This design comes from an exercise in tuning for small area on the open sky130 flow, not from production work. In this exercise RTL edits were held to simulation tests only and were not proved equivalent to the original. No activity file was given, so power comes from the tool's default toggle rates.

<file path="flow/design.v">
module mrd_req_gen #(
  parameter int unsigned CNT_W = 16
) (
  input  logic             clk,
  input  logic             rst_n,
  input  logic             init_i,       
  input  logic [CNT_W-1:0] pkt_total_i,  
  input  logic             mrd_work_i,   
  output logic             req_o,
  output logic [CNT_W-1:0] req_cnt_o,
  output logic [CNT_W-1:0] req_cnt_n_o   
);
  logic [CNT_W-1:0] req_cnt;
  logic [CNT_W-1:0] req_cnt_nxt;
  logic [CNT_W:0]   lt;                  
  logic [CNT_W:0]   pre;                 
  logic             more_left;
  always_comb begin
    lt[0]  = 1'b0;
    pre[0] = 1'b1;
    for (int i = 0; i < CNT_W; i++) begin
      lt[i+1]  = (~req_cnt[i] & pkt_total_i[i]) | (~req_cnt[i] & lt[i]) | (pkt_total_i[i] & lt[i]);
      pre[i+1] = pre[i] & req_cnt[i];
    end
  end
  assign more_left = lt[CNT_W];                     
  assign req_o     = mrd_work_i & more_left;
  always_comb begin
    for (int i = 0; i < CNT_W; i++)
      req_cnt_nxt[i] = ~init_i & (req_cnt[i] ^ (req_o & pre[i]));
  end
  always_ff @(posedge clk or negedge rst_n) begin
    if (!rst_n) req_cnt <= '0;
    else        req_cnt <= req_cnt_nxt;
  end
  assign req_cnt_o   = req_cnt;
  assign req_cnt_n_o = ~req_cnt;
endmodule
module mrd_throttle #(
  parameter int unsigned CPL_LIMIT = 8,
  parameter int unsigned LEN_W     = 11,
  parameter int unsigned CNT_W     = 16,
  parameter int unsigned DW_W      = 32,
  parameter int unsigned HW_W      = 27
) (
  input  logic             clk,
  input  logic             rst_n,
  input  logic             init_i,
  input  logic             start_i,       
  input  logic [LEN_W-1:0] len_dw_i,      
  input  logic             rcb_128_i,     
  input  logic             metering_i,    
  input  logic [CNT_W-1:0] req_cnt_n_i,   
  input  logic [DW_W-1:0]  cpl_dw_i,      
  input  logic             bad_i,         
  output logic             mrd_work_o,    
  output logic [CNT_W-1:0] hwm_cnt_o
);
  logic [CNT_W-1:0] hwm_cnt;
  logic [CNT_W-1:0] hwm_cnt_nxt;
  logic [HW_W-1:0]  hwm_n;                
  logic [HW_W-1:0]  hwm_n_nxt;
  logic             found_q;
  logic [3:0]       burst_cnt;
  always_comb begin
    if (len_dw_i == LEN_W'(1))
      burst_cnt = 4'(CPL_LIMIT);
    else if (!rcb_128_i) begin
      if (len_dw_i <= LEN_W'(16))      burst_cnt = 4'(CPL_LIMIT / 2);
      else if (len_dw_i <= LEN_W'(64)) burst_cnt = 4'(CPL_LIMIT / 4);
      else                             burst_cnt = 4'(CPL_LIMIT / 8);
    end else begin
      if (len_dw_i <= LEN_W'(32))       burst_cnt = 4'(CPL_LIMIT / 2);
      else if (len_dw_i <= LEN_W'(128)) burst_cnt = 4'(CPL_LIMIT / 4);
      else                              burst_cnt = 4'(CPL_LIMIT / 8);
    end
  end
  logic [CNT_W:0]   ge;                   
  logic [CNT_W:0]   hpre;                 
  logic [CNT_W-1:0] hinc;                 
  always_comb begin
    ge[0]   = 1'b1;
    hpre[0] = 1'b1;
    for (int i = 0; i < CNT_W; i++) begin
      ge[i+1]   = (hwm_cnt[i] & req_cnt_n_i[i]) | (hwm_cnt[i] & ge[i]) | (req_cnt_n_i[i] & ge[i]);
      hpre[i+1] = hpre[i] & hwm_cnt[i];
      hinc[i]   = hwm_cnt[i] ^ hpre[i];
    end
  end
  logic [HW_W:0] dge;
  always_comb begin
    dge[0] = 1'b1;
    for (int i = 0; i < HW_W; i++)
      dge[i+1] = (cpl_dw_i[i] & hwm_n[i]) | (cpl_dw_i[i] & dge[i]) | (hwm_n[i] & dge[i]);
  end
  logic dw_reached;
  logic zero;
  assign zero = ~|hwm_cnt;
  assign dw_reached = zero ? (&cpl_dw_i) : ((|cpl_dw_i[DW_W-1:HW_W]) | dge[HW_W]);
  always_ff @(posedge clk) begin
    found_q <= (&(req_cnt_n_i ^ hinc)) & dw_reached;
  end
  logic mrd_work, cpl_found, load, clr, step;
  assign mrd_work  = start_i & (~metering_i | ge[CNT_W]);
  assign cpl_found = found_q & ~mrd_work;
  assign load      = start_i & zero;
  assign clr       = start_i & ~zero & bad_i;
  assign step      = start_i & ~zero & ~bad_i & cpl_found;
  always_comb begin
    if (init_i | clr)  hwm_cnt_nxt = '0;
    else if (load)     hwm_cnt_nxt = CNT_W'(burst_cnt);
    else if (step)     hwm_cnt_nxt = hinc;
    else               hwm_cnt_nxt = hwm_cnt;
  end
  localparam int unsigned LO = 6;
  logic [LEN_W-1:0] addend_n;
  logic [LEN_W:0]   nc, nc0, nc1;
  logic [LEN_W-1:0] ns0, ns1;
  logic             c11;
  logic [HW_W-1:0]  nsum;
  logic [HW_W:0]    lpre;
  assign addend_n = ~(len_dw_i & {LEN_W{step}});
  assign nsum[0]  = ~(hwm_n[0] ^ addend_n[0]);
  assign nc[1]    = hwm_n[0] | addend_n[0];
  for (genvar i = 1; i < LO; i++) begin : g_lo
    csa_fa u_fa (.a(hwm_n[i]), .b(addend_n[i]), .c(nc[i]), .s(nsum[i]), .co(nc[i+1]));
  end
  assign ns0[LO]    = ~(hwm_n[LO] ^ addend_n[LO]);
  assign nc0[LO+1]  = hwm_n[LO] | addend_n[LO];
  assign ns1[LO]    = hwm_n[LO] ^ addend_n[LO];
  assign nc1[LO+1]  = hwm_n[LO] & addend_n[LO];
  for (genvar i = LO + 1; i < LEN_W; i++) begin : g_hi
    csa_fa u_fa0 (.a(hwm_n[i]), .b(addend_n[i]), .c(nc0[i]), .s(ns0[i]), .co(nc0[i+1]));
    csa_fa u_fa1 (.a(hwm_n[i]), .b(addend_n[i]), .c(nc1[i]), .s(ns1[i]), .co(nc1[i+1]));
  end
  always_comb begin
    for (int i = LO; i < LEN_W; i++)
      nsum[i] = nc[LO] ? ns0[i] : ns1[i];
    c11 = nc[LO] ? ~nc0[LEN_W] : ~nc1[LEN_W];
    for (int i = LEN_W; i < HW_W; i++)
      nsum[i] = hwm_n[i] ^ (c11 & lpre[i]);
  end
  pfx_nor #(.N(HW_W - LEN_W)) u_lpre (.x(hwm_n[HW_W-1:LEN_W]), .p(lpre[HW_W:LEN_W]));
  assign hwm_n_nxt = load ? {{(HW_W - LEN_W){1'b1}}, ~len_dw_i} : nsum;
  always_ff @(posedge clk or negedge rst_n) begin
    if (!rst_n) begin
      hwm_cnt <= '0;
    end else begin
      hwm_cnt <= hwm_cnt_nxt;
    end
  end
  always_ff @(posedge clk) begin
    hwm_n <= hwm_n_nxt;
  end
  assign mrd_work_o = mrd_work;
  assign hwm_cnt_o  = hwm_cnt;
endmodule
module cpl_tracker #(
  parameter int unsigned LEN_W = 11,
  parameter int unsigned CNT_W = 16,
  parameter int unsigned DW_W  = 32
) (
  input  logic             clk,
  input  logic             rst_n,
  input  logic             init_i,
  input  logic [LEN_W-1:0] len_dw_i,       
  input  logic [CNT_W-1:0] pkt_total_i,    
  input  logic             cpl_valid_i,    
  input  logic [LEN_W-1:0] cpl_len_dw_i,   
  input  logic             cpl_poisoned_i, 
  output logic [DW_W-1:0]  cpl_dw_o,       
  output logic             bad_o,          
  output logic             err_o,          
  output logic             done_o          
);
  logic [DW_W-1:0] cpl_dw;
  logic [DW_W-1:0] sum;
  logic            bad_len;
  logic            poison;
  logic            bad_q;
  logic            err_q;
  logic            done_q;
  logic            hit;
  logic [LEN_W:0] gt;                     
  always_comb begin
    gt[0] = 1'b0;
    for (int i = 0; i < LEN_W; i++)
      gt[i+1] = (cpl_len_dw_i[i] & ~len_dw_i[i]) | (cpl_len_dw_i[i] & gt[i]) | (~len_dw_i[i] & gt[i]);
  end
  assign bad_len = cpl_valid_i & (~|cpl_len_dw_i | gt[LEN_W]);
  assign poison  = cpl_valid_i & cpl_poisoned_i;
  localparam int unsigned LO = 6;
  logic [LEN_W-1:0] addend;
  logic [LEN_W:0]   c, c0, c1;
  logic [LEN_W-1:0] s0, s1;
  logic             c11;
  logic [DW_W:0]    pre;
  assign addend = cpl_len_dw_i & {LEN_W{cpl_valid_i}};
  assign sum[0] = cpl_dw[0] ^ addend[0];
  assign c[1]   = cpl_dw[0] & addend[0];
  for (genvar i = 1; i < LO; i++) begin : g_lo
    csa_fa u_fa (.a(cpl_dw[i]), .b(addend[i]), .c(c[i]), .s(sum[i]), .co(c[i+1]));
  end
  assign s0[LO]    = cpl_dw[LO] ^ addend[LO];
  assign c0[LO+1]  = cpl_dw[LO] & addend[LO];
  assign s1[LO]    = ~(cpl_dw[LO] ^ addend[LO]);
  assign c1[LO+1]  = cpl_dw[LO] | addend[LO];
  for (genvar i = LO + 1; i < LEN_W; i++) begin : g_hi
    csa_fa u_fa0 (.a(cpl_dw[i]), .b(addend[i]), .c(c0[i]), .s(s0[i]), .co(c0[i+1]));
    csa_fa u_fa1 (.a(cpl_dw[i]), .b(addend[i]), .c(c1[i]), .s(s1[i]), .co(c1[i+1]));
  end
  always_comb begin
    for (int i = LO; i < LEN_W; i++)
      sum[i] = c[LO] ? s1[i] : s0[i];
    c11 = c[LO] ? c1[LEN_W] : c0[LEN_W];
    for (int i = LEN_W; i < DW_W; i++)
      sum[i] = cpl_dw[i] ^ (c11 & pre[i]);
  end
  pfx_and #(.N(DW_W - LEN_W)) u_pre (.x(cpl_dw[DW_W-1:LEN_W]), .p(pre[DW_W:LEN_W]));
  pl_eq u_pl_eq (
    .p  (pkt_total_i),
    .l  (len_dw_i),
    .s  (sum),
    .eq (hit)
  );
  always_ff @(posedge clk) begin
    bad_q <= bad_len | poison;
  end
  always_ff @(posedge clk or negedge rst_n) begin
    if (!rst_n) begin
      cpl_dw <= '0;
      err_q  <= 1'b0;
      done_q <= 1'b0;
    end else begin
      cpl_dw <= sum & {DW_W{~init_i}};
      err_q  <= ~init_i & (err_q | bad_len | poison);
      done_q <= ~init_i & (done_q | (cpl_valid_i & hit));
    end
  end
  assign cpl_dw_o = cpl_dw;
  assign bad_o    = bad_q;
  assign err_o    = err_q;
  assign done_o   = done_q;
endmodule
module pfx_and #(
  parameter int unsigned N = 8
) (
  input  logic [N-1:0] x,
  output logic [N:0]   p
);
  always_comb begin
    p[0] = 1'b1;
    for (int i = 0; i < N; i++)
      p[i+1] = p[i] & x[i];
  end
endmodule
module pfx_nor #(
  parameter int unsigned N = 8
) (
  input  logic [N-1:0] x,
  output logic [N:0]   p
);
  always_comb begin
    p[0] = 1'b1;
    for (int i = 0; i < N; i++)
      p[i+1] = p[i] & ~x[i];
  end
endmodule
module pl_eq (input [15:0] p, input [10:0] l, input [31:0] s, output eq);
  wire pp1 = ~(p[0] & l[0]);
  wire pp2 = ~(p[0] & l[1]);
  wire pp3 = ~(p[0] & l[2]);
  wire pp4 = ~(p[0] & l[3]);
  wire pp5 = ~(p[0] & l[4]);
  wire pp6 = ~(p[0] & l[5]);
  wire pp7 = ~(p[0] & l[6]);
  wire pp8 = ~(p[0] & l[7]);
  wire pp9 = ~(p[0] & l[8]);
  wire pp10 = ~(p[0] & l[9]);
  wire pp11 = ~(p[0] & l[10]);
  wire pp12 = ~(p[1] & l[0]);
  wire pp13 = ~(p[1] & l[1]);
  wire pp14 = ~(p[1] & l[2]);
  wire pp15 = ~(p[1] & l[3]);
  wire pp16 = ~(p[1] & l[4]);
  wire pp17 = ~(p[1] & l[5]);
  wire pp18 = ~(p[1] & l[6]);
  wire pp19 = ~(p[1] & l[7]);
  wire pp20 = ~(p[1] & l[8]);
  wire pp21 = ~(p[1] & l[9]);
  wire pp22 = ~(p[1] & l[10]);
  wire pp23 = ~(p[2] & l[0]);
  wire pp24 = ~(p[2] & l[1]);
  wire pp25 = ~(p[2] & l[2]);
  wire pp26 = ~(p[2] & l[3]);
  wire pp27 = ~(p[2] & l[4]);
  wire pp28 = ~(p[2] & l[5]);
  wire pp29 = ~(p[2] & l[6]);
  wire pp30 = ~(p[2] & l[7]);
  wire pp31 = ~(p[2] & l[8]);
  wire pp32 = ~(p[2] & l[9]);
  wire pp33 = ~(p[2] & l[10]);
  wire pp34 = ~(p[3] & l[0]);
  wire pp35 = ~(p[3] & l[1]);
  wire pp36 = ~(p[3] & l[2]);
  wire pp37 = ~(p[3] & l[3]);
  wire pp38 = ~(p[3] & l[4]);
  wire pp39 = ~(p[3] & l[5]);
  wire pp40 = ~(p[3] & l[6]);
  wire pp41 = ~(p[3] & l[7]);
  wire pp42 = ~(p[3] & l[8]);
  wire pp43 = ~(p[3] & l[9]);
  wire pp44 = ~(p[3] & l[10]);
  wire pp45 = ~(p[4] & l[0]);
  wire pp46 = ~(p[4] & l[1]);
  wire pp47 = ~(p[4] & l[2]);
  wire pp48 = ~(p[4] & l[3]);
  wire pp49 = ~(p[4] & l[4]);
  wire pp50 = ~(p[4] & l[5]);
  wire pp51 = ~(p[4] & l[6]);
  wire pp52 = ~(p[4] & l[7]);
  wire pp53 = ~(p[4] & l[8]);
  wire pp54 = ~(p[4] & l[9]);
  wire pp55 = ~(p[4] & l[10]);
  wire pp56 = ~(p[5] & l[0]);
  wire pp57 = ~(p[5] & l[1]);
  wire pp58 = ~(p[5] & l[2]);
  wire pp59 = ~(p[5] & l[3]);
  wire pp60 = ~(p[5] & l[4]);
  wire pp61 = ~(p[5] & l[5]);
  wire pp62 = ~(p[5] & l[6]);
  wire pp63 = ~(p[5] & l[7]);
  wire pp64 = ~(p[5] & l[8]);
  wire pp65 = ~(p[5] & l[9]);
  wire pp66 = ~(p[5] & l[10]);
  wire pp67 = ~(p[6] & l[0]);
  wire pp68 = ~(p[6] & l[1]);
  wire pp69 = ~(p[6] & l[2]);
  wire pp70 = ~(p[6] & l[3]);
  wire pp71 = ~(p[6] & l[4]);
  wire pp72 = ~(p[6] & l[5]);
  wire pp73 = ~(p[6] & l[6]);
  wire pp74 = ~(p[6] & l[7]);
  wire pp75 = ~(p[6] & l[8]);
  wire pp76 = ~(p[6] & l[9]);
  wire pp77 = ~(p[6] & l[10]);
  wire pp78 = ~(p[7] & l[0]);
  wire pp79 = ~(p[7] & l[1]);
  wire pp80 = ~(p[7] & l[2]);
  wire pp81 = ~(p[7] & l[3]);
  wire pp82 = ~(p[7] & l[4]);
  wire pp83 = ~(p[7] & l[5]);
  wire pp84 = ~(p[7] & l[6]);
  wire pp85 = ~(p[7] & l[7]);
  wire pp86 = ~(p[7] & l[8]);
  wire pp87 = ~(p[7] & l[9]);
  wire pp88 = ~(p[7] & l[10]);
  wire pp89 = ~(p[8] & l[0]);
  wire pp90 = ~(p[8] & l[1]);
  wire pp91 = ~(p[8] & l[2]);
  wire pp92 = ~(p[8] & l[3]);
  wire pp93 = ~(p[8] & l[4]);
  wire pp94 = ~(p[8] & l[5]);
  wire pp95 = ~(p[8] & l[6]);
  wire pp96 = ~(p[8] & l[7]);
  wire pp97 = ~(p[8] & l[8]);
  wire pp98 = ~(p[8] & l[9]);
  wire pp99 = ~(p[8] & l[10]);
  wire pp100 = ~(p[9] & l[0]);
  wire pp101 = ~(p[9] & l[1]);
  wire pp102 = ~(p[9] & l[2]);
  wire pp103 = ~(p[9] & l[3]);
  wire pp104 = ~(p[9] & l[4]);
  wire pp105 = ~(p[9] & l[5]);
  wire pp106 = ~(p[9] & l[6]);
  wire pp107 = ~(p[9] & l[7]);
  wire pp108 = ~(p[9] & l[8]);
  wire pp109 = ~(p[9] & l[9]);
  wire pp110 = ~(p[9] & l[10]);
  wire pp111 = ~(p[10] & l[0]);
  wire pp112 = ~(p[10] & l[1]);
  wire pp113 = ~(p[10] & l[2]);
  wire pp114 = ~(p[10] & l[3]);
  wire pp115 = ~(p[10] & l[4]);
  wire pp116 = ~(p[10] & l[5]);
  wire pp117 = ~(p[10] & l[6]);
  wire pp118 = ~(p[10] & l[7]);
  wire pp119 = ~(p[10] & l[8]);
  wire pp120 = ~(p[10] & l[9]);
  wire pp121 = ~(p[10] & l[10]);
  wire pp122 = ~(p[11] & l[0]);
  wire pp123 = ~(p[11] & l[1]);
  wire pp124 = ~(p[11] & l[2]);
  wire pp125 = ~(p[11] & l[3]);
  wire pp126 = ~(p[11] & l[4]);
  wire pp127 = ~(p[11] & l[5]);
  wire pp128 = ~(p[11] & l[6]);
  wire pp129 = ~(p[11] & l[7]);
  wire pp130 = ~(p[11] & l[8]);
  wire pp131 = ~(p[11] & l[9]);
  wire pp132 = ~(p[11] & l[10]);
  wire pp133 = ~(p[12] & l[0]);
  wire pp134 = ~(p[12] & l[1]);
  wire pp135 = ~(p[12] & l[2]);
  wire pp136 = ~(p[12] & l[3]);
  wire pp137 = ~(p[12] & l[4]);
  wire pp138 = ~(p[12] & l[5]);
  wire pp139 = ~(p[12] & l[6]);
  wire pp140 = ~(p[12] & l[7]);
  wire pp141 = ~(p[12] & l[8]);
  wire pp142 = ~(p[12] & l[9]);
  wire pp143 = ~(p[12] & l[10]);
  wire pp144 = ~(p[13] & l[0]);
  wire pp145 = ~(p[13] & l[1]);
  wire pp146 = ~(p[13] & l[2]);
  wire pp147 = ~(p[13] & l[3]);
  wire pp148 = ~(p[13] & l[4]);
  wire pp149 = ~(p[13] & l[5]);
  wire pp150 = ~(p[13] & l[6]);
  wire pp151 = ~(p[13] & l[7]);
  wire pp152 = ~(p[13] & l[8]);
  wire pp153 = ~(p[13] & l[9]);
  wire pp154 = ~(p[13] & l[10]);
  wire pp155 = ~(p[14] & l[0]);
  wire pp156 = ~(p[14] & l[1]);
  wire pp157 = ~(p[14] & l[2]);
  wire pp158 = ~(p[14] & l[3]);
  wire pp159 = ~(p[14] & l[4]);
  wire pp160 = ~(p[14] & l[5]);
  wire pp161 = ~(p[14] & l[6]);
  wire pp162 = ~(p[14] & l[7]);
  wire pp163 = ~(p[14] & l[8]);
  wire pp164 = ~(p[14] & l[9]);
  wire pp165 = ~(p[14] & l[10]);
  wire pp166 = ~(p[15] & l[0]);
  wire pp167 = ~(p[15] & l[1]);
  wire pp168 = ~(p[15] & l[2]);
  wire pp169 = ~(p[15] & l[3]);
  wire pp170 = ~(p[15] & l[4]);
  wire pp171 = ~(p[15] & l[5]);
  wire pp172 = ~(p[15] & l[6]);
  wire pp173 = ~(p[15] & l[7]);
  wire pp174 = ~(p[15] & l[8]);
  wire pp175 = ~(p[15] & l[9]);
  wire pp176 = ~(p[15] & l[10]);
  wire s177;
  csa_xnor u_s177 (.a(pp10), .b(pp20), .y(s177));
  wire c178 = pp10 | pp20;
  wire s179, c180;
  csa_fa u_s179 (.a(pp11), .b(pp21), .c(pp31), .s(s179), .co(c180));
  wire s181;
  csa_xnor u_s181 (.a(pp41), .b(pp51), .y(s181));
  wire c182 = pp41 | pp51;
  wire s183, c184;
  csa_fa u_s183 (.a(pp22), .b(pp32), .c(pp42), .s(s183), .co(c184));
  wire s185, c186;
  csa_fa u_s185 (.a(pp52), .b(pp62), .c(pp72), .s(s185), .co(c186));
  wire s187, c188;
  csa_fa u_s187 (.a(pp33), .b(pp43), .c(pp53), .s(s187), .co(c188));
  wire s189, c190;
  csa_fa u_s189 (.a(pp63), .b(pp73), .c(pp83), .s(s189), .co(c190));
  wire s191, c192;
  csa_fa u_s191 (.a(pp44), .b(pp54), .c(pp64), .s(s191), .co(c192));
  wire s193, c194;
  csa_fa u_s193 (.a(pp74), .b(pp84), .c(pp94), .s(s193), .co(c194));
  wire s195, c196;
  csa_fa u_s195 (.a(pp55), .b(pp65), .c(pp75), .s(s195), .co(c196));
  wire s197, c198;
  csa_fa u_s197 (.a(pp85), .b(pp95), .c(pp105), .s(s197), .co(c198));
  wire s199, c200;
  csa_fa u_s199 (.a(pp66), .b(pp76), .c(pp86), .s(s199), .co(c200));
  wire s201, c202;
  csa_fa u_s201 (.a(pp96), .b(pp106), .c(pp116), .s(s201), .co(c202));
  wire s203, c204;
  csa_fa u_s203 (.a(pp77), .b(pp87), .c(pp97), .s(s203), .co(c204));
  wire s205;
  csa_xnor u_s205 (.a(pp107), .b(pp117), .y(s205));
  wire c206 = pp107 | pp117;
  wire s207, c208;
  csa_fa u_s207 (.a(pp88), .b(pp98), .c(pp108), .s(s207), .co(c208));
  wire s209;
  csa_xnor u_s209 (.a(pp7), .b(pp17), .y(s209));
  wire c210 = pp7 | pp17;
  wire s211, c212;
  csa_fa u_s211 (.a(pp8), .b(pp18), .c(pp28), .s(s211), .co(c212));
  wire s213;
  csa_xnor u_s213 (.a(pp38), .b(pp48), .y(s213));
  wire c214 = pp38 | pp48;
  wire s215, c216;
  csa_fa u_s215 (.a(pp9), .b(pp19), .c(pp29), .s(s215), .co(c216));
  wire s217, c218;
  csa_fa u_s217 (.a(pp39), .b(pp49), .c(pp59), .s(s217), .co(c218));
  wire s219;
  csa_xnor u_s219 (.a(pp69), .b(pp79), .y(s219));
  wire c220 = pp69 | pp79;
  wire s221, c222;
  csa_fa u_s221 (.a(s177), .b(pp30), .c(pp40), .s(s221), .co(c222));
  wire s223, c224;
  csa_fa u_s223 (.a(pp50), .b(pp60), .c(pp70), .s(s223), .co(c224));
  wire s225, c226;
  csa_fa u_s225 (.a(pp80), .b(pp90), .c(pp100), .s(s225), .co(c226));
  wire s227, c228;
  csa_fa u_s227 (.a(c178), .b(s179), .c(s181), .s(s227), .co(c228));
  wire s229, c230;
  csa_fa u_s229 (.a(pp61), .b(pp71), .c(pp81), .s(s229), .co(c230));
  wire s231, c232;
  csa_fa u_s231 (.a(pp91), .b(pp101), .c(pp111), .s(s231), .co(c232));
  wire s233, c234;
  csa_fa u_s233 (.a(c180), .b(c182), .c(s183), .s(s233), .co(c234));
  wire s235, c236;
  csa_fa u_s235 (.a(s185), .b(pp82), .c(pp92), .s(s235), .co(c236));
  wire s237, c238;
  csa_fa u_s237 (.a(pp102), .b(pp112), .c(pp122), .s(s237), .co(c238));
  wire s239, c240;
  csa_fa u_s239 (.a(c184), .b(c186), .c(s187), .s(s239), .co(c240));
  wire s241, c242;
  csa_fa u_s241 (.a(s189), .b(pp93), .c(pp103), .s(s241), .co(c242));
  wire s243, c244;
  csa_fa u_s243 (.a(pp113), .b(pp123), .c(pp133), .s(s243), .co(c244));
  wire s245, c246;
  csa_fa u_s245 (.a(c188), .b(c190), .c(s191), .s(s245), .co(c246));
  wire s247, c248;
  csa_fa u_s247 (.a(s193), .b(pp104), .c(pp114), .s(s247), .co(c248));
  wire s249, c250;
  csa_fa u_s249 (.a(pp124), .b(pp134), .c(pp144), .s(s249), .co(c250));
  wire s251, c252;
  csa_fa u_s251 (.a(c192), .b(c194), .c(s195), .s(s251), .co(c252));
  wire s253, c254;
  csa_fa u_s253 (.a(s197), .b(pp115), .c(pp125), .s(s253), .co(c254));
  wire s255, c256;
  csa_fa u_s255 (.a(pp135), .b(pp145), .c(pp155), .s(s255), .co(c256));
  wire s257, c258;
  csa_fa u_s257 (.a(c196), .b(c198), .c(s199), .s(s257), .co(c258));
  wire s259, c260;
  csa_fa u_s259 (.a(s201), .b(pp126), .c(pp136), .s(s259), .co(c260));
  wire s261, c262;
  csa_fa u_s261 (.a(pp146), .b(pp156), .c(pp166), .s(s261), .co(c262));
  wire s263, c264;
  csa_fa u_s263 (.a(c200), .b(c202), .c(s203), .s(s263), .co(c264));
  wire s265, c266;
  csa_fa u_s265 (.a(s205), .b(pp127), .c(pp137), .s(s265), .co(c266));
  wire s267, c268;
  csa_fa u_s267 (.a(pp147), .b(pp157), .c(pp167), .s(s267), .co(c268));
  wire s269, c270;
  csa_fa u_s269 (.a(c204), .b(c206), .c(s207), .s(s269), .co(c270));
  wire s271, c272;
  csa_fa u_s271 (.a(pp118), .b(pp128), .c(pp138), .s(s271), .co(c272));
  wire s273, c274;
  csa_fa u_s273 (.a(pp148), .b(pp158), .c(pp168), .s(s273), .co(c274));
  wire s275, c276;
  csa_fa u_s275 (.a(c208), .b(pp99), .c(pp109), .s(s275), .co(c276));
  wire s277, c278;
  csa_fa u_s277 (.a(pp119), .b(pp129), .c(pp139), .s(s277), .co(c278));
  wire s279, c280;
  csa_fa u_s279 (.a(pp149), .b(pp159), .c(pp169), .s(s279), .co(c280));
  wire s281, c282;
  csa_fa u_s281 (.a(pp110), .b(pp120), .c(pp130), .s(s281), .co(c282));
  wire s283, c284;
  csa_fa u_s283 (.a(pp140), .b(pp150), .c(pp160), .s(s283), .co(c284));
  wire s285, c286;
  csa_fa u_s285 (.a(pp121), .b(pp131), .c(pp141), .s(s285), .co(c286));
  wire s287;
  csa_xnor u_s287 (.a(pp5), .b(pp15), .y(s287));
  wire c288 = pp5 | pp15;
  wire s289, c290;
  csa_fa u_s289 (.a(pp6), .b(pp16), .c(pp26), .s(s289), .co(c290));
  wire s291;
  csa_xnor u_s291 (.a(pp36), .b(pp46), .y(s291));
  wire c292 = pp36 | pp46;
  wire s293, c294;
  csa_fa u_s293 (.a(s209), .b(pp27), .c(pp37), .s(s293), .co(c294));
  wire s295, c296;
  csa_fa u_s295 (.a(pp47), .b(pp57), .c(pp67), .s(s295), .co(c296));
  wire s297, c298;
  csa_fa u_s297 (.a(c210), .b(s211), .c(s213), .s(s297), .co(c298));
  wire s299, c300;
  csa_fa u_s299 (.a(pp58), .b(pp68), .c(pp78), .s(s299), .co(c300));
  wire s301, c302;
  csa_fa u_s301 (.a(c212), .b(c214), .c(s215), .s(s301), .co(c302));
  wire s303, c304;
  csa_fa u_s303 (.a(s217), .b(s219), .c(pp89), .s(s303), .co(c304));
  wire s305, c306;
  csa_fa u_s305 (.a(c216), .b(c218), .c(c220), .s(s305), .co(c306));
  wire s307, c308;
  csa_fa u_s307 (.a(s221), .b(s223), .c(s225), .s(s307), .co(c308));
  wire s309, c310;
  csa_fa u_s309 (.a(c222), .b(c224), .c(c226), .s(s309), .co(c310));
  wire s311, c312;
  csa_fa u_s311 (.a(s227), .b(s229), .c(s231), .s(s311), .co(c312));
  wire s313, c314;
  csa_fa u_s313 (.a(c228), .b(c230), .c(c232), .s(s313), .co(c314));
  wire s315, c316;
  csa_fa u_s315 (.a(s233), .b(s235), .c(s237), .s(s315), .co(c316));
  wire s317, c318;
  csa_fa u_s317 (.a(c234), .b(c236), .c(c238), .s(s317), .co(c318));
  wire s319, c320;
  csa_fa u_s319 (.a(s239), .b(s241), .c(s243), .s(s319), .co(c320));
  wire s321, c322;
  csa_fa u_s321 (.a(c240), .b(c242), .c(c244), .s(s321), .co(c322));
  wire s323, c324;
  csa_fa u_s323 (.a(s245), .b(s247), .c(s249), .s(s323), .co(c324));
  wire s325, c326;
  csa_fa u_s325 (.a(c246), .b(c248), .c(c250), .s(s325), .co(c326));
  wire s327, c328;
  csa_fa u_s327 (.a(s251), .b(s253), .c(s255), .s(s327), .co(c328));
  wire s329, c330;
  csa_fa u_s329 (.a(c252), .b(c254), .c(c256), .s(s329), .co(c330));
  wire s331, c332;
  csa_fa u_s331 (.a(s257), .b(s259), .c(s261), .s(s331), .co(c332));
  wire s333, c334;
  csa_fa u_s333 (.a(c258), .b(c260), .c(c262), .s(s333), .co(c334));
  wire s335, c336;
  csa_fa u_s335 (.a(s263), .b(s265), .c(s267), .s(s335), .co(c336));
  wire s337, c338;
  csa_fa u_s337 (.a(c264), .b(c266), .c(c268), .s(s337), .co(c338));
  wire s339, c340;
  csa_fa u_s339 (.a(s269), .b(s271), .c(s273), .s(s339), .co(c340));
  wire s341, c342;
  csa_fa u_s341 (.a(c270), .b(c272), .c(c274), .s(s341), .co(c342));
  wire s343, c344;
  csa_fa u_s343 (.a(s275), .b(s277), .c(s279), .s(s343), .co(c344));
  wire s345, c346;
  csa_fa u_s345 (.a(c276), .b(c278), .c(c280), .s(s345), .co(c346));
  wire s347, c348;
  csa_fa u_s347 (.a(s281), .b(s283), .c(pp170), .s(s347), .co(c348));
  wire s349, c350;
  csa_fa u_s349 (.a(c282), .b(c284), .c(s285), .s(s349), .co(c350));
  wire s351, c352;
  csa_fa u_s351 (.a(pp151), .b(pp161), .c(pp171), .s(s351), .co(c352));
  wire s353, c354;
  csa_fa u_s353 (.a(c286), .b(pp132), .c(pp142), .s(s353), .co(c354));
  wire s355, c356;
  csa_fa u_s355 (.a(pp152), .b(pp162), .c(pp172), .s(s355), .co(c356));
  wire s357, c358;
  csa_fa u_s357 (.a(pp143), .b(pp153), .c(pp163), .s(s357), .co(c358));
  wire s359;
  csa_xnor u_s359 (.a(pp4), .b(pp14), .y(s359));
  wire c360 = pp4 | pp14;
  wire s361, c362;
  csa_fa u_s361 (.a(s287), .b(pp25), .c(pp35), .s(s361), .co(c362));
  wire s363, c364;
  csa_fa u_s363 (.a(c288), .b(s289), .c(s291), .s(s363), .co(c364));
  wire s365, c366;
  csa_fa u_s365 (.a(c290), .b(c292), .c(s293), .s(s365), .co(c366));
  wire s367, c368;
  csa_fa u_s367 (.a(c294), .b(c296), .c(s297), .s(s367), .co(c368));
  wire s369, c370;
  csa_fa u_s369 (.a(c298), .b(c300), .c(s301), .s(s369), .co(c370));
  wire s371, c372;
  csa_fa u_s371 (.a(c302), .b(c304), .c(s305), .s(s371), .co(c372));
  wire s373, c374;
  csa_fa u_s373 (.a(c306), .b(c308), .c(s309), .s(s373), .co(c374));
  wire s375, c376;
  csa_fa u_s375 (.a(c310), .b(c312), .c(s313), .s(s375), .co(c376));
  wire s377, c378;
  csa_fa u_s377 (.a(c314), .b(c316), .c(s317), .s(s377), .co(c378));
  wire s379, c380;
  csa_fa u_s379 (.a(c318), .b(c320), .c(s321), .s(s379), .co(c380));
  wire s381, c382;
  csa_fa u_s381 (.a(c322), .b(c324), .c(s325), .s(s381), .co(c382));
  wire s383, c384;
  csa_fa u_s383 (.a(c326), .b(c328), .c(s329), .s(s383), .co(c384));
  wire s385, c386;
  csa_fa u_s385 (.a(c330), .b(c332), .c(s333), .s(s385), .co(c386));
  wire s387, c388;
  csa_fa u_s387 (.a(c334), .b(c336), .c(s337), .s(s387), .co(c388));
  wire s389, c390;
  csa_fa u_s389 (.a(c338), .b(c340), .c(s341), .s(s389), .co(c390));
  wire s391, c392;
  csa_fa u_s391 (.a(c342), .b(c344), .c(s345), .s(s391), .co(c392));
  wire s393, c394;
  csa_fa u_s393 (.a(c346), .b(c348), .c(s349), .s(s393), .co(c394));
  wire s395, c396;
  csa_fa u_s395 (.a(c350), .b(c352), .c(s353), .s(s395), .co(c396));
  wire s397, c398;
  csa_fa u_s397 (.a(c354), .b(c356), .c(s357), .s(s397), .co(c398));
  wire s399, c400;
  csa_fa u_s399 (.a(c358), .b(pp154), .c(pp164), .s(s399), .co(c400));
  wire s401;
  csa_xnor u_s401 (.a(pp3), .b(pp13), .y(s401));
  wire c402 = pp3 | pp13;
  wire s403, c404;
  csa_fa u_s403 (.a(s359), .b(pp24), .c(pp34), .s(s403), .co(c404));
  wire s405, c406;
  csa_fa u_s405 (.a(c360), .b(s361), .c(pp45), .s(s405), .co(c406));
  wire s407, c408;
  csa_fa u_s407 (.a(c362), .b(s363), .c(pp56), .s(s407), .co(c408));
  wire s409, c410;
  csa_fa u_s409 (.a(c364), .b(s365), .c(s295), .s(s409), .co(c410));
  wire s411, c412;
  csa_fa u_s411 (.a(c366), .b(s367), .c(s299), .s(s411), .co(c412));
  wire s413, c414;
  csa_fa u_s413 (.a(c368), .b(s369), .c(s303), .s(s413), .co(c414));
  wire s415, c416;
  csa_fa u_s415 (.a(c370), .b(s371), .c(s307), .s(s415), .co(c416));
  wire s417, c418;
  csa_fa u_s417 (.a(c372), .b(s373), .c(s311), .s(s417), .co(c418));
  wire s419, c420;
  csa_fa u_s419 (.a(c374), .b(s375), .c(s315), .s(s419), .co(c420));
  wire s421, c422;
  csa_fa u_s421 (.a(c376), .b(s377), .c(s319), .s(s421), .co(c422));
  wire s423, c424;
  csa_fa u_s423 (.a(c378), .b(s379), .c(s323), .s(s423), .co(c424));
  wire s425, c426;
  csa_fa u_s425 (.a(c380), .b(s381), .c(s327), .s(s425), .co(c426));
  wire s427, c428;
  csa_fa u_s427 (.a(c382), .b(s383), .c(s331), .s(s427), .co(c428));
  wire s429, c430;
  csa_fa u_s429 (.a(c384), .b(s385), .c(s335), .s(s429), .co(c430));
  wire s431, c432;
  csa_fa u_s431 (.a(c386), .b(s387), .c(s339), .s(s431), .co(c432));
  wire s433, c434;
  csa_fa u_s433 (.a(c388), .b(s389), .c(s343), .s(s433), .co(c434));
  wire s435, c436;
  csa_fa u_s435 (.a(c390), .b(s391), .c(s347), .s(s435), .co(c436));
  wire s437, c438;
  csa_fa u_s437 (.a(c392), .b(s393), .c(s351), .s(s437), .co(c438));
  wire s439, c440;
  csa_fa u_s439 (.a(c394), .b(s395), .c(s355), .s(s439), .co(c440));
  wire s441, c442;
  csa_fa u_s441 (.a(c396), .b(s397), .c(pp173), .s(s441), .co(c442));
  wire s443, c444;
  csa_fa u_s443 (.a(c398), .b(s399), .c(pp174), .s(s443), .co(c444));
  wire s445, c446;
  csa_fa u_s445 (.a(c400), .b(pp165), .c(pp175), .s(s445), .co(c446));
  wire x447 = pp1 ^ 1'b1 ^ s[0];
  wire y448 = (pp1 & 1'b1) | (s[0] & (pp1 ^ 1'b1));
  wire k449 = ~x447;
  wire x450, y451;
  csa_fa u_x450 (.a(pp2), .b(pp12), .c(s[1]), .s(x450), .co(y451));
  wire k452 = x450 ^ y448;
  wire x453, y454;
  csa_fa u_x453 (.a(s401), .b(pp23), .c(s[2]), .s(x453), .co(y454));
  wire k455 = x453 ^ y451;
  wire x456, y457;
  csa_fa u_x456 (.a(c402), .b(s403), .c(s[3]), .s(x456), .co(y457));
  wire k458 = x456 ^ y454;
  wire x459, y460;
  csa_fa u_x459 (.a(c404), .b(s405), .c(s[4]), .s(x459), .co(y460));
  wire k461 = x459 ^ y457;
  wire x462, y463;
  csa_fa u_x462 (.a(c406), .b(s407), .c(s[5]), .s(x462), .co(y463));
  wire k464 = x462 ^ y460;
  wire x465, y466;
  csa_fa u_x465 (.a(c408), .b(s409), .c(s[6]), .s(x465), .co(y466));
  wire k467 = x465 ^ y463;
  wire x468, y469;
  csa_fa u_x468 (.a(c410), .b(s411), .c(s[7]), .s(x468), .co(y469));
  wire k470 = x468 ^ y466;
  wire x471, y472;
  csa_fa u_x471 (.a(c412), .b(s413), .c(s[8]), .s(x471), .co(y472));
  wire k473 = x471 ^ y469;
  wire x474, y475;
  csa_fa u_x474 (.a(c414), .b(s415), .c(s[9]), .s(x474), .co(y475));
  wire k476 = x474 ^ y472;
  wire x477, y478;
  csa_fa u_x477 (.a(c416), .b(s417), .c(s[10]), .s(x477), .co(y478));
  wire k479 = x477 ^ y475;
  wire x480, y481;
  csa_fa u_x480 (.a(c418), .b(s419), .c(s[11]), .s(x480), .co(y481));
  wire k482 = x480 ^ y478;
  wire x483, y484;
  csa_fa u_x483 (.a(c420), .b(s421), .c(s[12]), .s(x483), .co(y484));
  wire k485 = x483 ^ y481;
  wire x486, y487;
  csa_fa u_x486 (.a(c422), .b(s423), .c(s[13]), .s(x486), .co(y487));
  wire k488 = x486 ^ y484;
  wire x489, y490;
  csa_fa u_x489 (.a(c424), .b(s425), .c(s[14]), .s(x489), .co(y490));
  wire k491 = x489 ^ y487;
  wire x492, y493;
  csa_fa u_x492 (.a(c426), .b(s427), .c(s[15]), .s(x492), .co(y493));
  wire k494 = x492 ^ y490;
  wire x495, y496;
  csa_fa u_x495 (.a(c428), .b(s429), .c(s[16]), .s(x495), .co(y496));
  wire k497 = x495 ^ y493;
  wire x498, y499;
  csa_fa u_x498 (.a(c430), .b(s431), .c(s[17]), .s(x498), .co(y499));
  wire k500 = x498 ^ y496;
  wire x501, y502;
  csa_fa u_x501 (.a(c432), .b(s433), .c(s[18]), .s(x501), .co(y502));
  wire k503 = x501 ^ y499;
  wire x504, y505;
  csa_fa u_x504 (.a(c434), .b(s435), .c(s[19]), .s(x504), .co(y505));
  wire k506 = x504 ^ y502;
  wire x507, y508;
  csa_fa u_x507 (.a(c436), .b(s437), .c(s[20]), .s(x507), .co(y508));
  wire k509 = x507 ^ y505;
  wire x510, y511;
  csa_fa u_x510 (.a(c438), .b(s439), .c(s[21]), .s(x510), .co(y511));
  wire k512 = x510 ^ y508;
  wire x513, y514;
  csa_fa u_x513 (.a(c440), .b(s441), .c(s[22]), .s(x513), .co(y514));
  wire k515 = x513 ^ y511;
  wire x516, y517;
  csa_fa u_x516 (.a(c442), .b(s443), .c(s[23]), .s(x516), .co(y517));
  wire k518 = x516 ^ y514;
  wire x519, y520;
  csa_fa u_x519 (.a(c444), .b(s445), .c(s[24]), .s(x519), .co(y520));
  wire k521 = x519 ^ y517;
  wire x522, y523;
  csa_fa u_x522 (.a(c446), .b(pp176), .c(s[25]), .s(x522), .co(y523));
  wire k524 = x522 ^ y520;
  wire x525 = 1'b1 ^ 1'b1 ^ s[26];
  wire y526 = (1'b1 & 1'b1) | (s[26] & (1'b1 ^ 1'b1));
  wire k527 = x525 ^ y523;
  wire x528 = 1'b1 ^ 1'b1 ^ s[27];
  wire y529 = (1'b1 & 1'b1) | (s[27] & (1'b1 ^ 1'b1));
  wire k530 = x528 ^ y526;
  wire x531 = 1'b1 ^ 1'b1 ^ s[28];
  wire y532 = (1'b1 & 1'b1) | (s[28] & (1'b1 ^ 1'b1));
  wire k533 = x531 ^ y529;
  wire x534 = 1'b1 ^ 1'b1 ^ s[29];
  wire y535 = (1'b1 & 1'b1) | (s[29] & (1'b1 ^ 1'b1));
  wire k536 = x534 ^ y532;
  wire x537 = 1'b1 ^ 1'b1 ^ s[30];
  wire y538 = (1'b1 & 1'b1) | (s[30] & (1'b1 ^ 1'b1));
  wire k539 = x537 ^ y535;
  wire x540 = 1'b1 ^ 1'b1 ^ s[31];
  wire y541 = (1'b1 & 1'b1) | (s[31] & (1'b1 ^ 1'b1));
  wire k542 = x540 ^ y538;
  assign eq = k449 & k452 & k455 & k458 & k461 & k464 & k467 & k470 & k473 & k476 & k479 & k482 & k485 & k488 & k491 & k494 & k497 & k500 & k503 & k506 & k509 & k512 & k515 & k518 & k521 & k524 & k527 & k530 & k533 & k536 & k539 & k542;
endmodule
module csa_xnor (input a, input b, output y);
  assign y = ~(a ^ b);
endmodule
module csa_fa (input a, input b, input c, output s, output co);
  assign s  = a ^ b ^ c;
  assign co = (a & b) | (c & (a ^ b));
endmodule
module dma_rd_top (
  input  logic        clk,
  input  logic        rst_n,
  input  logic        init_i,
  input  logic        start_i,
  input  logic [10:0] cfg_len_dw_i,      
  input  logic [15:0] cfg_pkt_total_i,   
  input  logic        cfg_rcb_128_i,     
  input  logic        cfg_metering_i,    
  input  logic        cpl_valid_i,       
  input  logic [10:0] cpl_len_dw_i,      
  input  logic        cpl_poisoned_i,    
  output logic        req_o,
  output logic [15:0] req_cnt_o,
  output logic [31:0] cpl_dw_o,
  output logic [15:0] hwm_cnt_o,
  output logic        done_o,
  output logic        err_o
);
  logic        mrd_work;
  logic [15:0] req_cnt;
  logic [15:0] req_cnt_n;
  logic [31:0] cpl_dw;
  logic        bad;
  mrd_req_gen #(
    .CNT_W (16)
  ) u_req_gen (
    .clk         (clk),
    .rst_n       (rst_n),
    .init_i      (init_i),
    .pkt_total_i (cfg_pkt_total_i),
    .mrd_work_i  (mrd_work),
    .req_o       (req_o),
    .req_cnt_o   (req_cnt),
    .req_cnt_n_o (req_cnt_n)
  );
  mrd_throttle u_throttle (
    .clk         (clk),
    .rst_n       (rst_n),
    .init_i      (init_i),
    .start_i     (start_i),
    .len_dw_i    (cfg_len_dw_i),
    .rcb_128_i   (cfg_rcb_128_i),
    .metering_i  (cfg_metering_i),
    .req_cnt_n_i (req_cnt_n),
    .cpl_dw_i    (cpl_dw),
    .bad_i       (bad),
    .mrd_work_o  (mrd_work),
    .hwm_cnt_o   (hwm_cnt_o)
  );
  cpl_tracker u_cpl_tracker (
    .clk            (clk),
    .rst_n          (rst_n),
    .init_i         (init_i),
    .len_dw_i       (cfg_len_dw_i),
    .pkt_total_i    (cfg_pkt_total_i),
    .cpl_valid_i    (cpl_valid_i),
    .cpl_len_dw_i   (cpl_len_dw_i),
    .cpl_poisoned_i (cpl_poisoned_i),
    .cpl_dw_o       (cpl_dw),
    .bad_o          (bad),
    .err_o          (err_o),
    .done_o         (done_o)
  );
  assign req_cnt_o = req_cnt;
  assign cpl_dw_o  = cpl_dw;
endmodule
</file>
<file path="flow/flow/run.sh">
#!/bin/bash
# Standard layout, with these changes:
#  - synthesis maps with an area-oriented ABC script (three rounds of
#    rewriting, choice computation and area-recovering mapping) instead of
#    the delay-oriented default; everything else in synthesis is the standard flow's own
#    script, so the registers and their names are the standard ones;
#  - the smallest buffer on each input and output port;
#  - clock tree synthesis without dummy loads.
set -euo pipefail
here=$(pwd)
rm -rf "$here/scripts_abc"
cp -r "$FLOW_HOME/scripts" "$here/scripts_abc"
cp "$here/flow/abc_area.script" "$here/scripts_abc/abc_speed.script"
export SCRIPTS_DIR="$here/scripts_abc"
export BUFFER_PORTS_ARGS="-buffer_cell sky130_fd_sc_hd__buf_1"
export CTS_ARGS="-sink_clustering_enable -repair_clock_nets -buf_list {sky130_fd_sc_hd__clkbuf_4 sky130_fd_sc_hd__clkbuf_8} -dont_use_dummy_load"
bash standard.sh > standard_flow.log 2>&1
</file>
<file path="flow/constraint.sdc">
create_clock -name core_clock -period 7.2 [get_ports {clk}]
set_input_delay 1.4400 -clock core_clock [delete_from_list [all_inputs] [get_ports {clk}]]
set_output_delay 1.4400 -clock core_clock [all_outputs]
set_load 0.01 [all_outputs]
</file>
<file path="flow/config.mk">
export PLATFORM = sky130hd
export DESIGN_NAME = dma_rd_top
export DESIGN_NICKNAME = dma_rd_top
export VERILOG_FILES = /design/flow/design.v
export SDC_FILE = /design/flow/constraint.sdc
export NUM_CORES = 4
export LEC_CHECK = 0
export CAP_MARGIN = 5
export CORE_MARGIN = 2
export CORE_UTILIZATION = 70
export CTS_BUF_LIST = sky130_fd_sc_hd__clkbuf_4 sky130_fd_sc_hd__clkbuf_8
export GPL_TIMING_DRIVEN = 0
export SLEW_MARGIN = 5
export SYNTH_HIERARCHICAL = 1
</file>
<file path="flow/flow/abc_area.script">
&get -n
&st
&dc2
&dch -f
&nf -R 1000 -p
&st
&dc2
&dch -f
&nf -R 1000 -p
&st
&dc2
&dch -f
&nf -R 1000 -p
&put
topo
stime -c
</file>
<file path="flow/standard.sh">
#!/bin/bash
# synth_recipe.tcl (not shown) runs the flow's synth.tcl, then flattens the netlist and writes it again
# the make line also repeats each setting of config.mk as NAME=value (left out here)
make -C /OpenROAD-flow-scripts/flow DESIGN_CONFIG=/design/flow/config.mk WORK_HOME=/design/flow/orfs CLKGATE_MAP_FILE= SYNTH_SCRIPT=/design/flow/synth_recipe.tcl "${@:-finish}"
</file>
==> results.json, run 1 <==
{
  "result_of_the_run": "finished clean",
  "cts_sinks": 95,
  "finalWirelength_um": 27300,
  "design.core.area_sq_mm": 0.0140,
  "initialDrtViolationCount": 846,
  "fmax_ghz": 0.148,
  "syn-instance-count": 1045,
  "hold-path-cell-count": 2,
  "grt_max_degree": 43,
  "later_pin_clock_latency_in_the_skew_report_ns": 0.40,
  "maxSlewViolCount": 0,
  "power_report.internal_total_w": 0.00142,
  "critical_path.startpoint_type": "input port",
  "detail_route.drc_violations": 0,
  "fin_ws_ns": 0.453,
  "max-vdd-ir-drop_mv": 0.147,
  "via_per_inst": 6.44,
  "dp_worst_setup_slack_ns": -0.260,
  "slew_headroom_pct": 7.79,
  "leakage_power_summed_over_all_cells_nw": 4.12,
  "critPathTopFamily": "adder cells",
  "final-hold-violation-count": 0,
  "pwr-share-comb_pct": 62.9,
  "avgSynthCellArea_sq_um": 9.69,
  "synth_area_sq_mm": 0.0101,
  "worst_clock_skew_ns": 0.0361,
  "worst_path_most_repeated_cell": "sky130_fd_sc_hd__fa_1",
  "ctsLongestPathBuffers": 2,
  "initial_utilization_pct": 72.4,
  "timing_worst_setup_path_type": "in2reg",
  "critical_path_arrival_ns": 7.05,
  "final_period_minus_worst_setup_slack_ns": 6.75,
  "gr-total-overflow": 0,
  "worst_path_max_delay_cell": "sky130_fd_sc_hd__mux2_1",
  "antenna_cells_inserted": 0,
  "die_area_sq_mm": 0.0154,
  "antenna_left": 0,
  "holdPathEnd": "u_cpl_tracker.done_q",
  "cts-root-buf": "sky130_fd_sc_hd__clkbuf_8",
  "chipWidth_um": 124,
  "dp.final_hpwl_um": 20200,
  "r2r-end": "u_throttle.hwm_n[26]",
  "grt_first_pass_wirelength_um": 44700,
  "final_nets": 1422,
  "floorplan.io_pins": 113,
  "r2r-start": "u_req_gen.req_cnt[2]",
  "p_total_w": 0.00258,
  "tns_ns": 0,
  "per_cell_routed_wire_length_um": 20.1,
  "die_height_um": 124,
  "synth.net_count": 1291,
  "final.period_utilization_pct": 93.7,
  "power_density_mw_per_mm2": 234,
  "dr.pass1.iters": 5,
  "grtUsageTotal_pct": 36.5,
  "num_vias": 8723,
  "maximum_fanout_encountered_on_the_critical_timing_path": 21,
  "power.switching_fraction_pct": 45.1,
  "placementRows": 43,
  "end_kind": "register",
  "total_switching_power_w": 0.00117,
  "worst_ep_required_time_ns": 7.51,
  "cp_slowest_stage_delay_ns": 0.72,
  "finalSetupViolations": 0,
  "area.growth.synth_to_final_pct": 8.89,
  "timing.max_cap.violations": 0,
  "hold_path_startpoint": "u_cpl_tracker.done_q",
  "postCtsHoldBufs": 0,
  "tritoncts.num_buffers": 9,
  "crit_path_cell_trace": "buf_1, clkinv_1, nor2_1, ha_1, fa_1, fa_1, fa_1, fa_1, fa_1, mux2_1, nand2_1, xnor2_1, fa_1, nor2_1, a21oi_1, o211ai_1, a2111oi_0, nand4_1, nor3_1, a21oi_1, nor2_1",
  "reg2reg_setup_slack_ns": 0.54,
  "cts_tree": "built",
  "pwr-share-clk_pct": 10.9,
  "first_global_vias": 8758,
  "tightest_slew_ns": 1.38,
  "cp.depth": 21,
  "yosys_warnings": 11,
  "fin_worst_hold_slack_ns": 0.522,
  "worst_r2r_path_depth": 29,
  "sum_of_buffers_and_inverters_on_the_critical_path": 2,
  "hp-class": "reg2reg",
  "antenna_found_initial": 0,
  "place.port_buffers": 112,
  "layout-drive-gt1-share_pct": 2.30,
  "power_frac_seq_pct": 26.2,
  "gp_congestion": 0.918,
  "clock_tree.htree_level_count": 3,
  "worst_setup_hold_path_clk_slew_ns": 0.07
}
registers in the layout, indices dropped and copies added, names as in the netlist:
signal,flops
u_throttle.found_q,1
u_cpl_tracker.bad_q,1
u_cpl_tracker.cpl_dw,32
u_cpl_tracker.done_q,1
u_cpl_tracker.err_q,1
u_throttle.hwm_cnt,16
u_req_gen.req_cnt,16
u_throttle.hwm_n,27
power groups by stage:
stage / Sequential [W] / Clock (W) / Combinational (W)
after detailed placement: 0.000686 / 0 / 0.00159
after global routing: 0.000690 / 0.000307 / 0.00183
after floorplan: 0.000676 / 0 / 0.00113
final: 0.000676 / 0.000283 / 0.00163
after global placement: 0.000685 / 0 / 0.00152
after CTS: 0.000676 / 0.000287 / 0.00160
metal layers:
layer  global-route usage, %  up-vias  part of all wire [%]
met2                    59.5      452                    50
met4                    12.4        0                   2.7
met3                    7.39       57                   8.8
li1                        -     3838                     -
met1                    49.8     4376                    39
met5                       0        -                     0
how the worst max path moves through the flow:
stage               slack (ns)                  from                   end
CTS                       0.24  u_req_gen.req_cnt[2]  u_throttle.hwm_n[24]
floorplan                 0.36  u_req_gen.req_cnt[1]  u_throttle.hwm_n[11]
finish                    0.45           cpl_valid_i  u_cpl_tracker.done_q
global placement         -1.28  u_req_gen.req_cnt[1]  u_throttle.hwm_n[24]
global route            -0.004  u_req_gen.req_cnt[2]  u_throttle.hwm_n[17]
detailed placement       -0.26  u_req_gen.req_cnt[2]  u_throttle.hwm_n[19]
tightest hold or removal path, delay by kind of cell, from the launching register on:
kind,cells,cell delay (ns)
AO/OA/AOI/OAI,1,0.05
flip-flops,1,0.36
AND/OR/NAND/NOR,1,0.08
placed cells by master, fill, tap and decap left out, drive strengths merged, types with 22 or more instances in the layout:
cell type,count
and2,22
nand4,24
dfrtp,66
xor2,23
nor2b,35
clkinv,48
a21oi,25
dfxtp,29
xnor2,36
nand2,271
nor2,39
fa,176
ha,24
o22ai,33
o21ai,30
buf,121
per-stage QoR:
| stage | std cells | cell area [sq um] | utilization, % |
|---|---|---|---|
| floorplan | 1045 | 10100 | - |
| global placement | 1337 | 10800 | 77.0 |
| detailed placement | 1339 | 10800 | 77.5 |
| CTS | 1348 | 11000 | 78.4 |
| global route | 1354 | 11000 | 78.8 |
| finish | 1354 | 11000 | 78.8 |
final cells by class:
type                       instances  area (sq um)
inverter                          48           180
clock buffer                       9           124
sequential                        95          2230
timing repair buffer             120           522
buffer                             3          22.5
tap                              180           225
multi-input combinational        899          7720
fill                             995          2960
repair_timing:
action                                  4_1_cts  5_1_grt
endpoints found under the setup margin       16       18
pin swaps                                     0        1
cloned                                        0        0
gates resized for setup                       2        0
setup buffers                                 0        4
==> run 2, diff against run 1 <==
--- a/flow/design.v
+++ b/flow/design.v
@@ -58,8 +58,12 @@
 );
   logic [CNT_W-1:0] hwm_cnt;
   logic [CNT_W-1:0] hwm_cnt_nxt;
-  logic [HW_W-1:0]  hwm_n;                
-  logic [HW_W-1:0]  hwm_n_nxt;
+  localparam int unsigned HI_W = HW_W - LEN_W;
+  logic [LEN_W-1:0] lo_n;                 
+  logic [LEN_W-1:0] lo_n_nxt;
+  logic [HI_W-1:0]  hwm_hi;               
+  logic             hwm_pc;               
+  logic [HI_W-1:0]  eff_hi;               
   logic             found_q;
   logic [3:0]       burst_cnt;
   always_comb begin
@@ -87,11 +91,21 @@
       hinc[i]   = hwm_cnt[i] ^ hpre[i];
     end
   end
+  logic [HI_W:0] hc;
+  always_comb begin
+    hc[0] = hwm_pc;
+    for (int i = 0; i < HI_W; i++) begin
+      eff_hi[i] = hwm_hi[i] ^ hc[i];
+      hc[i+1]   = hwm_hi[i] & hc[i];
+    end
+  end
   logic [HW_W:0] dge;
   always_comb begin
     dge[0] = 1'b1;
-    for (int i = 0; i < HW_W; i++)
-      dge[i+1] = (cpl_dw_i[i] & hwm_n[i]) | (cpl_dw_i[i] & dge[i]) | (hwm_n[i] & dge[i]);
+    for (int i = 0; i < LEN_W; i++)
+      dge[i+1] = (cpl_dw_i[i] & lo_n[i]) | (cpl_dw_i[i] & dge[i]) | (lo_n[i] & dge[i]);
+    for (int i = LEN_W; i < HW_W; i++)
+      dge[i+1] = (cpl_dw_i[i] & ~eff_hi[i-LEN_W]) | (cpl_dw_i[i] & dge[i]) | (~eff_hi[i-LEN_W] & dge[i]);
   end
   logic dw_reached;
   logic zero;
@@ -112,36 +126,16 @@
     else if (step)     hwm_cnt_nxt = hinc;
     else               hwm_cnt_nxt = hwm_cnt;
   end
-  localparam int unsigned LO = 6;
   logic [LEN_W-1:0] addend_n;
-  logic [LEN_W:0]   nc, nc0, nc1;
-  logic [LEN_W-1:0] ns0, ns1;
-  logic             c11;
-  logic [HW_W-1:0]  nsum;
-  logic [HW_W:0]    lpre;
+  logic [LEN_W:0]   nc;
+  logic [LEN_W-1:0] nsum;
   assign addend_n = ~(len_dw_i & {LEN_W{step}});
-  assign nsum[0]  = ~(hwm_n[0] ^ addend_n[0]);
-  assign nc[1]    = hwm_n[0] | addend_n[0];
-  for (genvar i = 1; i < LO; i++) begin : g_lo
-    csa_fa u_fa (.a(hwm_n[i]), .b(addend_n[i]), .c(nc[i]), .s(nsum[i]), .co(nc[i+1]));
-  end
-  assign ns0[LO]    = ~(hwm_n[LO] ^ addend_n[LO]);
-  assign nc0[LO+1]  = hwm_n[LO] | addend_n[LO];
-  assign ns1[LO]    = hwm_n[LO] ^ addend_n[LO];
-  assign nc1[LO+1]  = hwm_n[LO] & addend_n[LO];
-  for (genvar i = LO + 1; i < LEN_W; i++) begin : g_hi
-    csa_fa u_fa0 (.a(hwm_n[i]), .b(addend_n[i]), .c(nc0[i]), .s(ns0[i]), .co(nc0[i+1]));
-    csa_fa u_fa1 (.a(hwm_n[i]), .b(addend_n[i]), .c(nc1[i]), .s(ns1[i]), .co(nc1[i+1]));
-  end
-  always_comb begin
-    for (int i = LO; i < LEN_W; i++)
-      nsum[i] = nc[LO] ? ns0[i] : ns1[i];
-    c11 = nc[LO] ? ~nc0[LEN_W] : ~nc1[LEN_W];
-    for (int i = LEN_W; i < HW_W; i++)
-      nsum[i] = hwm_n[i] ^ (c11 & lpre[i]);
+  assign nsum[0]  = ~(lo_n[0] ^ addend_n[0]);
+  assign nc[1]    = lo_n[0] | addend_n[0];
+  for (genvar i = 1; i < LEN_W; i++) begin : g_lo
+    csa_fa u_fa (.a(lo_n[i]), .b(addend_n[i]), .c(nc[i]), .s(nsum[i]), .co(nc[i+1]));
   end
-  pfx_nor #(.N(HW_W - LEN_W)) u_lpre (.x(hwm_n[HW_W-1:LEN_W]), .p(lpre[HW_W:LEN_W]));
-  assign hwm_n_nxt = load ? {{(HW_W - LEN_W){1'b1}}, ~len_dw_i} : nsum;
+  assign lo_n_nxt = load ? ~len_dw_i : nsum;
   always_ff @(posedge clk or negedge rst_n) begin
     if (!rst_n) begin
       hwm_cnt <= '0;
@@ -150,7 +144,9 @@
     end
   end
   always_ff @(posedge clk) begin
-    hwm_n <= hwm_n_nxt;
+    lo_n   <= lo_n_nxt;
+    hwm_pc <= ~load & ~nc[LEN_W];
+    hwm_hi <= eff_hi & {HI_W{~load}};
   end
   assign mrd_work_o = mrd_work;
   assign hwm_cnt_o  = hwm_cnt;
==> run 2 against run 1 <==
Net effect: largest power group unchanged; sequential power hardly changed; count of clock-buffer cells in the layout stayed put; critical path type unchanged; setup slack worse by 0.17 ns; non-clock buffer count is 1 higher; cell area is 0.96% lower; core utilization is 0.16 points lower; wire length is 0.36% lower; combinational power is 3% lower; global-route usage is 0.93 points higher; first-iteration DRC count is 0.59% lower.
==> results.json, run 2 <==
{
  "result_of_the_run": "finished clean",
  "gp_congestion": 0.938,
  "worst_setup_hold_path_clk_slew_ns": 0.11,
  "later_pin_clock_latency_in_the_skew_report_ns": 0.39,
  "first_global_vias": 8610,
  "fmax_ghz": 0.145,
  "die_area_sq_mm": 0.0152,
  "cts_sinks": 96,
  "critPathTopFamily": "adder cells",
  "critical_path_arrival_ns": 7.20,
  "avgSynthCellArea_sq_um": 9.84,
  "top_library_cells_by_usage_in_the_layout_fill_and_taps_aside": "sky130_fd_sc_hd__nand2_1 (240), sky130_fd_sc_hd__fa_1 (164), sky130_fd_sc_hd__buf_1 (110)",
  "num_vias": 8629,
  "synth.net_count": 1269,
  "hold_path_startpoint": "u_cpl_tracker.err_q",
  "per_cell_routed_wire_length_um": 20.5,
  "largest-register": "u_cpl_tracker.cpl_dw",
  "largest_reg_flops": 32,
  "placementRows": 43,
  "place.port_buffers": 112,
  "fin_worst_hold_slack_ns": 0.527,
  "final.period_utilization_pct": 96.1,
  "pwr-share-comb_pct": 62.0,
  "slew_headroom_pct": 5.54,
  "worst_path_most_repeated_cell": "sky130_fd_sc_hd__fa_1",
  "leakage_power_summed_over_all_cells_nw": 4.23,
  "maximum_fanout_encountered_on_the_critical_timing_path": 21,
  "finalSetupViolations": 0,
  "sum_of_buffers_and_inverters_on_the_critical_path": 2,
  "cts_tree": "built",
  "synth_area_sq_mm": 0.00997,
  "tritoncts.num_buffers": 9,
  "area.growth.synth_to_final_pct": 9.54,
  "fin_ws_ns": 0.284,
  "finalWirelength_um": 27200,
  "layout-drive-gt1-share_pct": 4.28,
  "max-vdd-ir-drop_mv": 0.116,
  "initialDrtViolationCount": 841,
  "dr.pass1.iters": 8,
  "design.core.area_sq_mm": 0.0139,
  "detail_route.drc_violations": 0,
  "power_report.internal_total_w": 0.00140,
  "yosys_warnings": 10,
  "hp-class": "reg2reg",
  "total_switching_power_w": 0.00115,
  "antenna_left": 0,
  "timing_worst_setup_path_type": "in2reg",
  "clock_tree.htree_level_count": 3,
  "cts-root-buf": "sky130_fd_sc_hd__clkbuf_8",
  "final-hold-violation-count": 0,
  "postCtsHoldBufs": 0,
  "final-instance-count-excl-fill": 1324,
  "grt_max_degree": 40,
  "dp.final_hpwl_um": 20500,
  "critical_path.startpoint_type": "input port",
  "worst_path_max_delay_cell": "sky130_fd_sc_hd__mux2_1",
  "gr-total-overflow": 0,
  "ctsLongestPathBuffers": 2,
  "power.switching_fraction_pct": 45.1,
  "final_period_minus_worst_setup_slack_ns": 6.92,
  "initial_utilization_pct": 71.8,
  "antenna_cells_inserted": 0,
  "antenna_found_initial": 0,
  "rsz_0062_raised_after_global_routing": "no",
  "worst_ep_required_time_ns": 7.48,
  "tightest_slew_ns": 1.42,
  "power_density_mw_per_mm2": 234,
  "worst_clock_skew_ns": 0.0383,
  "final_nets": 1402,
  "r2r-start": "u_throttle.hwm_cnt[0]",
  "grtUsageTotal_pct": 37.5,
  "chipWidth_um": 123,
  "grt_first_pass_wirelength_um": 43200,
  "via_per_inst": 6.52,
  "floorplan.io_pins": 113,
  "dp_cells": 1309,
  "dp_worst_setup_slack_ns": -0.891,
  "crit_path_cell_trace": "buf_1, clkinv_1, nor2_1, ha_1, fa_1, fa_1, fa_1, fa_1, fa_1, mux2_1, nand2_1, xnor2_1, fa_1, nand2_1, o211ai_1, a2111oi_0, nand4_1, nor3_1, a21oi_1, nor2_1",
  "syn-instance-count": 1013,
  "worst_setup_path_startpoint": "cpl_valid_i",
  "cp_slowest_stage_delay_ns": 0.69,
  "maxSlewViolCount": 0,
  "end_kind": "register",
  "die_height_um": 123,
  "layout.cells.most_common": "sky130_fd_sc_hd__nand2_1",
  "power_frac_seq_pct": 26.3,
  "pwr-share-clk_pct": 11.6,
  "timing.max_cap.violations": 0
}
[run 2: final timing paths]
| check | end | slack [ns] | cells past startpoint |
|---|---|---|---|
| worst max-delay path | u_cpl_tracker.done_q | 0.28 | 20 |
| worst min-delay path | u_cpl_tracker.err_q | 0.53 | 2 |
| worst max register to register | u_throttle.lo_n[10] | 0.33 | 31 |
| worst min register to register | u_cpl_tracker.err_q | 0.53 | 2 |
| max in group asynchronous | u_cpl_tracker.cpl_dw[0] | 5.42 | 2 |
| min in group asynchronous | u_req_gen.req_cnt[9] | 1.09 | 1 |
[run 2: power groups by stage]
stage	clock (W)	sequential, W	combinational [W]
2_1_floorplan	0	0.000674	0.00109
5_1_grt	0.000313	0.000681	0.00176
3_3_place_gp	0	0.000682	0.00148
4_1_cts	0.000296	0.000670	0.00155
3_5_place_dp	0	0.000683	0.00154
6_report	0.000297	0.000673	0.00158
[run 2: worst min-delay path: stages, from the launching register on]
cell and delay (ns):
sky130_fd_sc_hd__dfrtp_1 0.37, sky130_fd_sc_hd__nor2_1 0.05, sky130_fd_sc_hd__nor2_1 0.07
[run 2: layout make-up]
class	count	area, sq um
timing repair buffer	122	531
fill	959	2960
sequential	96	2250
buffer	2	15.0
clock buffer	9	124
inverter	55	211
multi-input combinational	860	7560
tap	180	225
[run 2: per-layer routing]
metal | vias up | wire length, um | global-route usage (%)
li1 | 3754 | - | -
met5 | - | 0 | 0
met4 | 0 | 891 | 13.1
met1 | 4287 | 10800 | 50.9
met3 | 95 | 2600 | 8.95
met2 | 493 | 12800 | 59.7
[run 2: timing repair]
item	CTS	global route
gates cloned	0	0
resized for setup	10	20
endpoints found under the setup margin	4	3
setup buffers	6	0
pin swaps	2	9
[run 2: stage by stage]
stage                     cell area [sq um]  utilization, %  power, W  setup TNS, ns
after floorplan                        9970               -   0.00177              0
after global placement                10600            76.5   0.00216          -1.52
after detailed placement              10700            77.0   0.00222          -2.13
after CTS                             10900            78.4   0.00252              0
after global routing                  10900            78.7   0.00275              0
final                                 10900            78.7   0.00255              0

separate check: timing with driven ports:
How much do the figures lean on ideal ports? The routed layouts below were timed once more, with nothing changed but the port constraints. Step 1 sets driving cells, clkbuf_16 on the clock port and buf_2 on the other inputs (assumed; they add their load-dependent delay and slew). Step 2 also shifts input and output timing later by t, the mid clock arrival at the registers, as if the neighbouring blocks saw the same clock. Slacks: no drivers / after step 1 / after step 2; pairs: no drivers / after step 1.
run	shift t [ns]	slack for setup (ns)	worst register clock-pin slew, ns
run 1	0.421	0.453 / 0.475 / 0.054	0.11 / 0.11
run 2	0.409	0.284 / 0.303 / -0.106	0.11 / 0.11
With both steps, setup timing fails in run 2, where it was met with ideal ports. For run 1, which loses most, drivers alone change the setup slack by +0.022 ns; drivers and shift together by -0.399 ns.
